This design comes from an exercise in tuning for small area, a short achievable clock period and few clock cycles on the open sky130 flow, not from production work. At most, simulation tests tie the RTL to the original design; equivalence was not proved. Power and IR drop assume default switching activity.

== build 45 ==
==> flow/design.v <==
module ex_stage (
  input  logic        clk,
  input  logic        rst,
  input  logic [31:0] i_inst,
  input  logic [2:0]  i_alusel,
  input  logic [4:0]  i_aluop,
  input  logic [31:0] i_srcLeft,
  input  logic [31:0] i_srcRight,
  input  logic [1:0]  i_memop,
  input  logic [4:0]  i_dest,
  input  logic        i_writeEnable,
  input  logic        i_flush,
  output logic [31:0] o_result,
  output logic [1:0]  o_memop,
  output logic [31:0] o_memAddr,
  output logic [31:0] o_storeData,
  output logic [4:0]  o_dest,
  output logic        o_writeEnable,
  output logic        o_overflow,
  output logic        o_stallReq
);
  localparam logic [2:0] SEL_SPECIAL = 3'd0, SEL_LOGIC = 3'd1, SEL_ARITH = 3'd2,
                         SEL_MULDIV  = 3'd3, SEL_MEMACC = 3'd4;
  logic [31:0] A, B;
  logic [31:0] hi, lo;
  assign A = i_srcLeft;
  assign B = i_srcRight;
  function automatic logic [5:0] bitlen(input logic [31:0] x);
    logic [5:0] n;
    n = 6'd0;
    for (int i = 0; i < 32; i++) if (x[i]) n = i + 1;
    bitlen = n;
  endfunction
  function automatic logic [31:0] rev32(input logic [31:0] x);
    for (int i = 0; i < 32; i++) rev32[i] = x[31 - i];
  endfunction
  function automatic logic [33:0] sk_add34(input logic [33:0] a, input logic [33:0] b,
                                           input logic cin);
    logic [33:0] p, gg, pp;
    p  = a ^ b;
    gg = a & b;
    pp = p;
    gg[0] = gg[0] | (p[0] & cin);
    for (int d = 1; d < 34; d = d * 2)
      for (int i = 0; i < 34; i++)
        if ((i / d) % 2 == 1) begin
          gg[i] = gg[i] | (pp[i] & gg[(i / d) * d - 1]);
          pp[i] = pp[i] & pp[(i / d) * d - 1];
        end
    sk_add34 = p ^ {gg[32:0], cin};
  endfunction
  function automatic logic [30:0] incdec31(input logic [30:0] r, input logic down);
    logic [30:0] pp;
    pp = r ^ {31{down}};
    for (int d = 1; d < 31; d = d * 2)
      for (int i = 0; i < 31; i++)
        if ((i / d) % 2 == 1) pp[i] = pp[i] & pp[(i / d) * d - 1];
    incdec31 = r ^ {pp[29:0], 1'b1};
  endfunction
  logic [31:0] r0_q, r1_q, x_q;
  logic [32:0] m_q;
  logic [5:0]  cnt_q;
  logic [2:0]  dg_q;
  logic        busy_q, swap_q, div_q, sgn_q, xs_q, negq_q, dom_q, sub_q;
  logic        kill, is_md, uses_hl, stall, retire, md_start, mthi, mtlo;
  assign kill     = rst | i_flush;
  assign is_md    = (i_alusel == SEL_MULDIV) && (i_aluop[4:2] == 3'd0);
  assign uses_hl  = is_md || ((i_alusel == SEL_SPECIAL) && (i_aluop != 5'd0) && (i_aluop <= 5'd4));
  assign stall    = !kill && busy_q && uses_hl;
  assign retire   = !kill && !stall;
  assign md_start = retire && is_md;
  assign mthi     = retire && (i_alusel == SEL_SPECIAL) && (i_aluop == 5'd3);
  assign mtlo     = retire && (i_alusel == SEL_SPECIAL) && (i_aluop == 5'd4);
  logic        sgn, an, bn, op_div, swp, dz, qz, mneg;
  logic [31:0] ta, tb, msel, sh_out;
  logic [5:0]  lza, lzb, bl, na, lbd, s_div, bl2;
  logic        mlow;
  assign op_div  = i_aluop[1];
  assign sgn     = !i_aluop[0];
  assign an      = sgn && A[31];
  assign bn      = sgn && B[31];
  assign ta      = A ^ {32{an}};
  assign tb      = B ^ {32{bn}};
  assign lza     = bitlen(ta);
  assign lzb     = bitlen(tb);
  assign swp     = lza < lzb;
  assign bl      = swp ? lza : lzb;
  assign msel    = swp ? A : B;
  assign mneg    = swp ? an : bn;
  assign bl2     = bl - 6'd2;
  assign mlow    = (bl == 6'd1) ? 1'b0 : msel[bl2[4:0]];
  assign na      = lza + {5'd0, an};         
  assign lbd     = (lzb == 6'd0) ? {5'd0, bn} : lzb;   
  assign dz      = (lzb == 6'd0) && !bn;     
  assign qz      = na < lbd;                 
  assign s_div   = na - lbd;
  assign sh_out  = B << s_div[4:0];
  logic        last, neg, two, zero, c, accept;
  logic [34:0] base, addv;
  logic [33:0] add_a, add_b, add_s;
  logic        add_c;
  logic [30:0] r0_id;
  logic        r0_down;
  logic [3:0]  tq0, tq1;
  logic [31:0] r0_mul0, r0_mul1, r0_mul, r0_div;
  logic [4:0]  nj;
  logic        qbit;
  assign last = (cnt_q == 6'd1);
  assign neg  = dg_q[2] && !(dg_q[1] && dg_q[0]);
  assign two  = (dg_q == 3'b100) || (dg_q == 3'b011);
  assign zero = (dg_q == 3'b000) || (dg_q == 3'b111);
  assign base = zero ? 35'd0 : (two ? {xs_q, xs_q, x_q, 1'b0} : {xs_q, xs_q, xs_q, x_q});
  assign addv = base ^ {35{neg}};
  always_comb begin
    if (div_q) begin
      add_a = {{2{sgn_q && r1_q[31]}}, r1_q};
      add_b = {m_q[32], m_q} ^ {34{sub_q}};
      add_c = sub_q;
    end else begin
      add_a = {2'b00, r1_q[29:0], 2'b00};
      add_b = {2'b00, addv[31:0]};
      add_c = neg;
    end
  end
  assign add_s  = sk_add34(add_a, add_b, add_c);
  assign c      = add_s[32];
  assign accept = dom_q ? (add_s[33] || (add_s == 34'd0)) : !add_s[33];
  assign r0_down = !div_q && tq0[3];
  assign r0_id   = incdec31(r0_q[30:0], r0_down);
  function automatic logic [31:0] r0_add(input logic [3:0] t, input logic [29:0] r,
                                         input logic [29:0] rid);
    r0_add = (t[3:2] == 2'b00) ? {r, t[1:0]} : {rid, t[1:0]};
  endfunction
  assign tq0     = {2'b00, r1_q[31:30]} + {addv[34], addv[34:32]};
  assign tq1     = tq0 + 4'd1;
  assign r0_mul0 = r0_add(tq0, r0_q[29:0], r0_id[29:0]);
  assign r0_mul1 = r0_add(tq1, r0_q[29:0], r0_id[29:0]);
  assign r0_mul  = c ? r0_mul1 : r0_mul0;
  assign qbit   = accept ^ negq_q;
  assign r0_div = (last && negq_q) ? (qbit ? {r0_id, 1'b0} : {r0_q[30:0], 1'b1})
                                   : {r0_q[30:0], qbit};
  assign nj = cnt_q[4:0] - 5'd2;
  always_ff @(posedge clk) begin
    if (rst) begin
      r0_q   <= '0;
      r1_q   <= '0;
      swap_q <= 1'b0;
      busy_q <= 1'b0;
    end else if (busy_q) begin
      cnt_q <= cnt_q - 6'd1;
      dg_q  <= {dg_q[0], m_q[{nj, 1'b1}], m_q[{nj, 1'b0}]};
      if (div_q) begin
        r0_q <= r0_div;
        if (accept) r1_q <= add_s[31:0];
        m_q  <= {m_q[32], m_q[32:1]};
      end else begin
        r0_q <= r0_mul;
        r1_q <= add_s[31:0];
      end
      if (last) busy_q <= 1'b0;
    end else if (md_start) begin
      div_q  <= op_div;
      sgn_q  <= sgn;
      x_q    <= swp ? B : A;
      xs_q   <= swp ? bn : an;
      negq_q <= an ^ bn;
      dom_q  <= an;
      sub_q  <= an == bn;
      m_q    <= op_div ? {bn, sh_out} : {msel, 1'b0};
      dg_q   <= bl[0] ? {mneg, !mneg, mlow} : {mneg, mneg, !mneg};
      swap_q <= op_div;
      r1_q   <= op_div ? A : 32'd0;
      r0_q   <= {32{op_div && (dz || ((an ^ bn) && !qz))}};
      if (op_div) begin
        cnt_q  <= s_div + 6'd1;
        busy_q <= !dz && !qz;
      end else begin
        cnt_q  <= (bl + 6'd2) >> 1;
        busy_q <= !((lza == 6'd0 && !an) || (lzb == 6'd0 && !bn));
      end
    end else begin
      if (mthi) begin
        if (swap_q) r1_q <= A; else r0_q <= A;
      end
      if (mtlo) begin
        if (swap_q) r0_q <= A; else r1_q <= A;
      end
    end
  end
  assign hi = swap_q ? r1_q : r0_q;
  assign lo = swap_q ? r0_q : r1_q;
  function automatic logic [32:0] sk_carry(input logic [31:0] g, input logic [31:0] p,
                                           input logic cin);
    logic [31:0] gg, pp;
    gg = g;
    pp = p;
    gg[0] = g[0] | (p[0] & cin);
    for (int d = 1; d < 32; d = d * 2)
      for (int i = 0; i < 32; i++)
        if ((i / d) % 2 == 1) begin
          gg[i] = gg[i] | (pp[i] & gg[(i / d) * d - 1]);
          pp[i] = pp[i] & pp[(i / d) * d - 1];
        end
    sk_carry = {gg, cin};    
  endfunction
  logic [31:0] imm, nb, pa, pd, pm, mem_addr, sh_in, sh_r, sh_res, res, ar_p, ar_c;
  logic [32:0] ca, cd, cm;
  logic        add_ovf, sub_ovf, n31, slt, sltu, left, fill;
  logic [63:0] sh_full;
  assign imm      = {{16{i_inst[15]}}, i_inst[15:0]};
  assign nb       = ~B;
  assign pa       = A ^ B;
  assign pd       = A ^ nb;
  assign pm       = A ^ imm;
  assign ca       = sk_carry(A & B, pa, 1'b0);
  assign cd       = sk_carry(A & nb, pd, 1'b1);
  assign cm       = sk_carry(A & imm, pm, 1'b0);
  assign mem_addr = pm ^ cm[31:0];
  assign add_ovf  = (A[31] ~^ B[31]) & (A[31] ^ ca[31]);
  assign n31      = B[31] ^ (|B[30:0]);
  assign sub_ovf  = (A[31] ~^ n31) & (B[31] ~^ cd[31]);
  assign sltu     = !cd[32];
  assign slt      = !cd[32] ^ A[31] ^ B[31];
  assign left    = (i_aluop[1:0] == 2'd0);
  assign fill    = i_aluop[1] && A[31];
  assign sh_in   = left ? rev32(A) : A;
  assign sh_full = {{32{fill}}, sh_in} >> B[4:0];
  assign sh_r    = sh_full[31:0];
  assign sh_res  = left ? rev32(sh_r) : sh_r;
  logic live, is_sp, is_lg, is_ar, is_mem;
  logic s_hi, s_lo, s_and, s_or, s_xor, s_nor, s_sh, s_add, s_sub, s_slt, s_sltu, s_mem;
  logic we_base, ovf;
  assign live   = !kill;
  assign is_sp  = i_alusel == SEL_SPECIAL;
  assign is_lg  = i_alusel == SEL_LOGIC;
  assign is_ar  = i_alusel == SEL_ARITH;
  assign is_mem = i_alusel == SEL_MEMACC;
  assign s_hi   = live && is_sp && (i_aluop == 5'd1);
  assign s_lo   = live && is_sp && (i_aluop == 5'd2);
  assign s_and  = live && is_lg && (i_aluop == 5'd0);
  assign s_or   = live && is_lg && (i_aluop == 5'd1);
  assign s_xor  = live && is_lg && (i_aluop == 5'd2);
  assign s_nor  = live && is_lg && (i_aluop == 5'd3);
  assign s_sh   = live && is_lg && (i_aluop >= 5'd4) && (i_aluop <= 5'd6);
  assign s_add  = live && is_ar && (i_aluop == 5'd0);
  assign s_sub  = live && is_ar && (i_aluop == 5'd1);
  assign s_slt  = live && is_ar && (i_aluop == 5'd2);
  assign s_sltu = live && is_ar && (i_aluop == 5'd3);
  assign s_mem  = live && is_mem;
  assign ar_p = ({32{s_add}} & pa) | ({32{s_sub}} & pd) | ({32{s_mem}} & pm);
  assign ar_c = ({32{s_add}} & ca[31:0]) | ({32{s_sub}} & cd[31:0]) | ({32{s_mem}} & cm[31:0]);
  assign res = ({32{s_and}} & (A & B)) | ({32{s_or}} & (A | B)) | ({32{s_xor}} & pa)
             | ({32{s_nor}} & ~(A | B)) | ({32{s_hi}} & hi) | ({32{s_lo}} & lo)
             | ({32{s_sh}} & sh_res) | (ar_p ^ ar_c)
             | {31'd0, (s_slt & slt) | (s_sltu & sltu)};
  always_comb begin
    we_base = 1'b0;
    case (i_alusel)
      SEL_SPECIAL: we_base = (i_aluop == 5'd0) ? i_writeEnable : ((i_aluop == 5'd1) || (i_aluop == 5'd2));
      SEL_LOGIC:   we_base = (i_aluop <= 5'd6) && i_writeEnable;
      SEL_ARITH:   we_base = (i_aluop <= 5'd3) && i_writeEnable;
      SEL_MEMACC:  we_base = i_writeEnable;
      default:     we_base = 1'b0;
    endcase
  end
  assign ovf = (s_add & add_ovf) | (s_sub & sub_ovf);
  assign o_result      = res;
  assign o_memop       = i_memop & {2{live}};
  assign o_memAddr     = mem_addr & {32{live}};
  assign o_storeData   = i_srcRight & {32{live}};
  assign o_dest        = i_dest & {5{live}};
  assign o_writeEnable = live && we_base && !stall && !ovf;
  assign o_overflow    = ovf;
  assign o_stallReq    = stall;
endmodule
Settings: LEC_CHECK=0, ABC_AREA=0, CAP_MARGIN=20, CORE_MARGIN=2, CORE_UTILIZATION=40, SETUP_SLACK_MARGIN=1.9, SLEW_MARGIN=20; clock period 9.0 ns.
run.sh (not shown) runs the stock make flow with config.mk's settings and CLKGATE_MAP_FILE= SYNTH_SCRIPT=/design/flow/synth_recipe.tcl, a recipe that flattens the netlist after the stock synthesis.
Testbench counts of build 45, summed over its fixed seeds: cycles 7,336.
> inputs changed (build 45 -> build 78)
--- a/flow/design.v
+++ b/flow/design.v
@@ -34,27 +34,38 @@
   function automatic logic [31:0] rev32(input logic [31:0] x);
     for (int i = 0; i < 32; i++) rev32[i] = x[31 - i];
   endfunction
-  function automatic logic [33:0] sk_add34(input logic [33:0] a, input logic [33:0] b,
+  function automatic logic [33:0] bk_add34(input logic [33:0] a, input logic [33:0] b,
                                            input logic cin);
-    logic [33:0] p, gg, pp;
+    logic [33:0] g, p, gg, pp;
     p  = a ^ b;
-    gg = a & b;
+    g  = a & b;
+    gg = g;
     pp = p;
-    gg[0] = gg[0] | (p[0] & cin);
+    gg[0] = g[0] | (p[0] & cin);
     for (int d = 1; d < 34; d = d * 2)
       for (int i = 0; i < 34; i++)
-        if ((i / d) % 2 == 1) begin
-          gg[i] = gg[i] | (pp[i] & gg[(i / d) * d - 1]);
-          pp[i] = pp[i] & pp[(i / d) * d - 1];
+        if (((i + 1) % (2 * d)) == 0) begin
+          gg[i] = gg[i] | (pp[i] & gg[i - d]);
+          pp[i] = pp[i] & pp[i - d];
         end
-    sk_add34 = p ^ {gg[32:0], cin};
+    for (int d = 16; d >= 1; d = d / 2)
+      for (int i = 0; i < 34; i++)
+        if ((((i + 1) % (2 * d)) == d) && (i > d)) begin
+          gg[i] = gg[i] | (pp[i] & gg[i - d]);
+          pp[i] = pp[i] & pp[i - d];
+        end
+    bk_add34 = p ^ {gg[32:0], cin};
   endfunction
   function automatic logic [30:0] incdec31(input logic [30:0] r, input logic down);
-    logic [30:0] pp;
-    pp = r ^ {31{down}};
+    logic [30:0] t, pp;
+    t  = r ^ {31{down}};
+    pp = t;
     for (int d = 1; d < 31; d = d * 2)
       for (int i = 0; i < 31; i++)
-        if ((i / d) % 2 == 1) pp[i] = pp[i] & pp[(i / d) * d - 1];
+        if (((i + 1) % (2 * d)) == 0) pp[i] = pp[i] & pp[i - d];
+    for (int d = 16; d >= 1; d = d / 2)
+      for (int i = 0; i < 31; i++)
+        if ((((i + 1) % (2 * d)) == d) && (i > d)) pp[i] = pp[i] & pp[i - d];
     incdec31 = r ^ {pp[29:0], 1'b1};
   endfunction
   logic [31:0] r0_q, r1_q, x_q;
@@ -122,7 +133,7 @@
       add_c = neg;
     end
   end
-  assign add_s  = sk_add34(add_a, add_b, add_c);
+  assign add_s  = bk_add34(add_a, add_b, add_c);
   assign c      = add_s[32];
   assign accept = dom_q ? (add_s[33] || (add_s == 34'd0)) : !add_s[33];
   assign r0_down = !div_q && tq0[3];
Results
- On clock power: build 78 sits below build 45.
- In the reports for build 45 and build 78, the larger number of vias per cell belongs to build 78.
- Final routed wire length divided by cell count ended up 3.4% higher on build 78 than on build 45.
- Reported for build 45 and build 78, worst hold path stage count turned out identical to the last digit.
- From build 45 to build 78 the numbers moved as follows: area growth from synthesis to final layout shows an increase of 0.47 points, gate count of the mapped netlist shows a reduction of about 1.4%.
- Looking only at multiplexer area fraction after synthesis, and setting everything else aside, the lower value of build 45 and build 78 goes to build 78.
- Taking build 45 as the reference point, the power after layout of build 78 falls by about 1.7%.
- Worst setup slack, build 45 and build 78, higher one = build 78.
- The portion of the clock cycle consumed by the worst path in the final layout of build 78 falls short of that of build 45 by 2.2 points.
- Build 78 vs. build 45: number of multi-input combinational cells in the layout has decreased; combinational power share has decreased.
Only the layout flow was run in build 78; the RTL was not checked for function there.

==> afterwards: timing with drivers on the ports <==
The flow's constraints put no driver on any port. The routed layouts listed below were extracted and timed again, unchanged, in two steps.
Step 1 assumes that a clkbuf_16 drives the clock port and a buf_2 every other input.
Step 2 also shifts input and output timing later by t, the mid clock arrival at the registers, as if the neighbouring blocks saw the same clock.
Slacks: no drivers / after step 1 / after step 2; pairs: no drivers / after step 1.
run	t (ns)	setup WS [ns]	cell pins on the clock port's net
build 45	0.504	1.226 / 1.194 / 1.194	1
build 78	0.496	1.426 / 1.376 / 1.376	1
After both steps setup and hold are still met in every run listed. The setup slack of build 78, which loses most, moves by -0.050 ns with the drivers and by -0.050 ns with both steps.
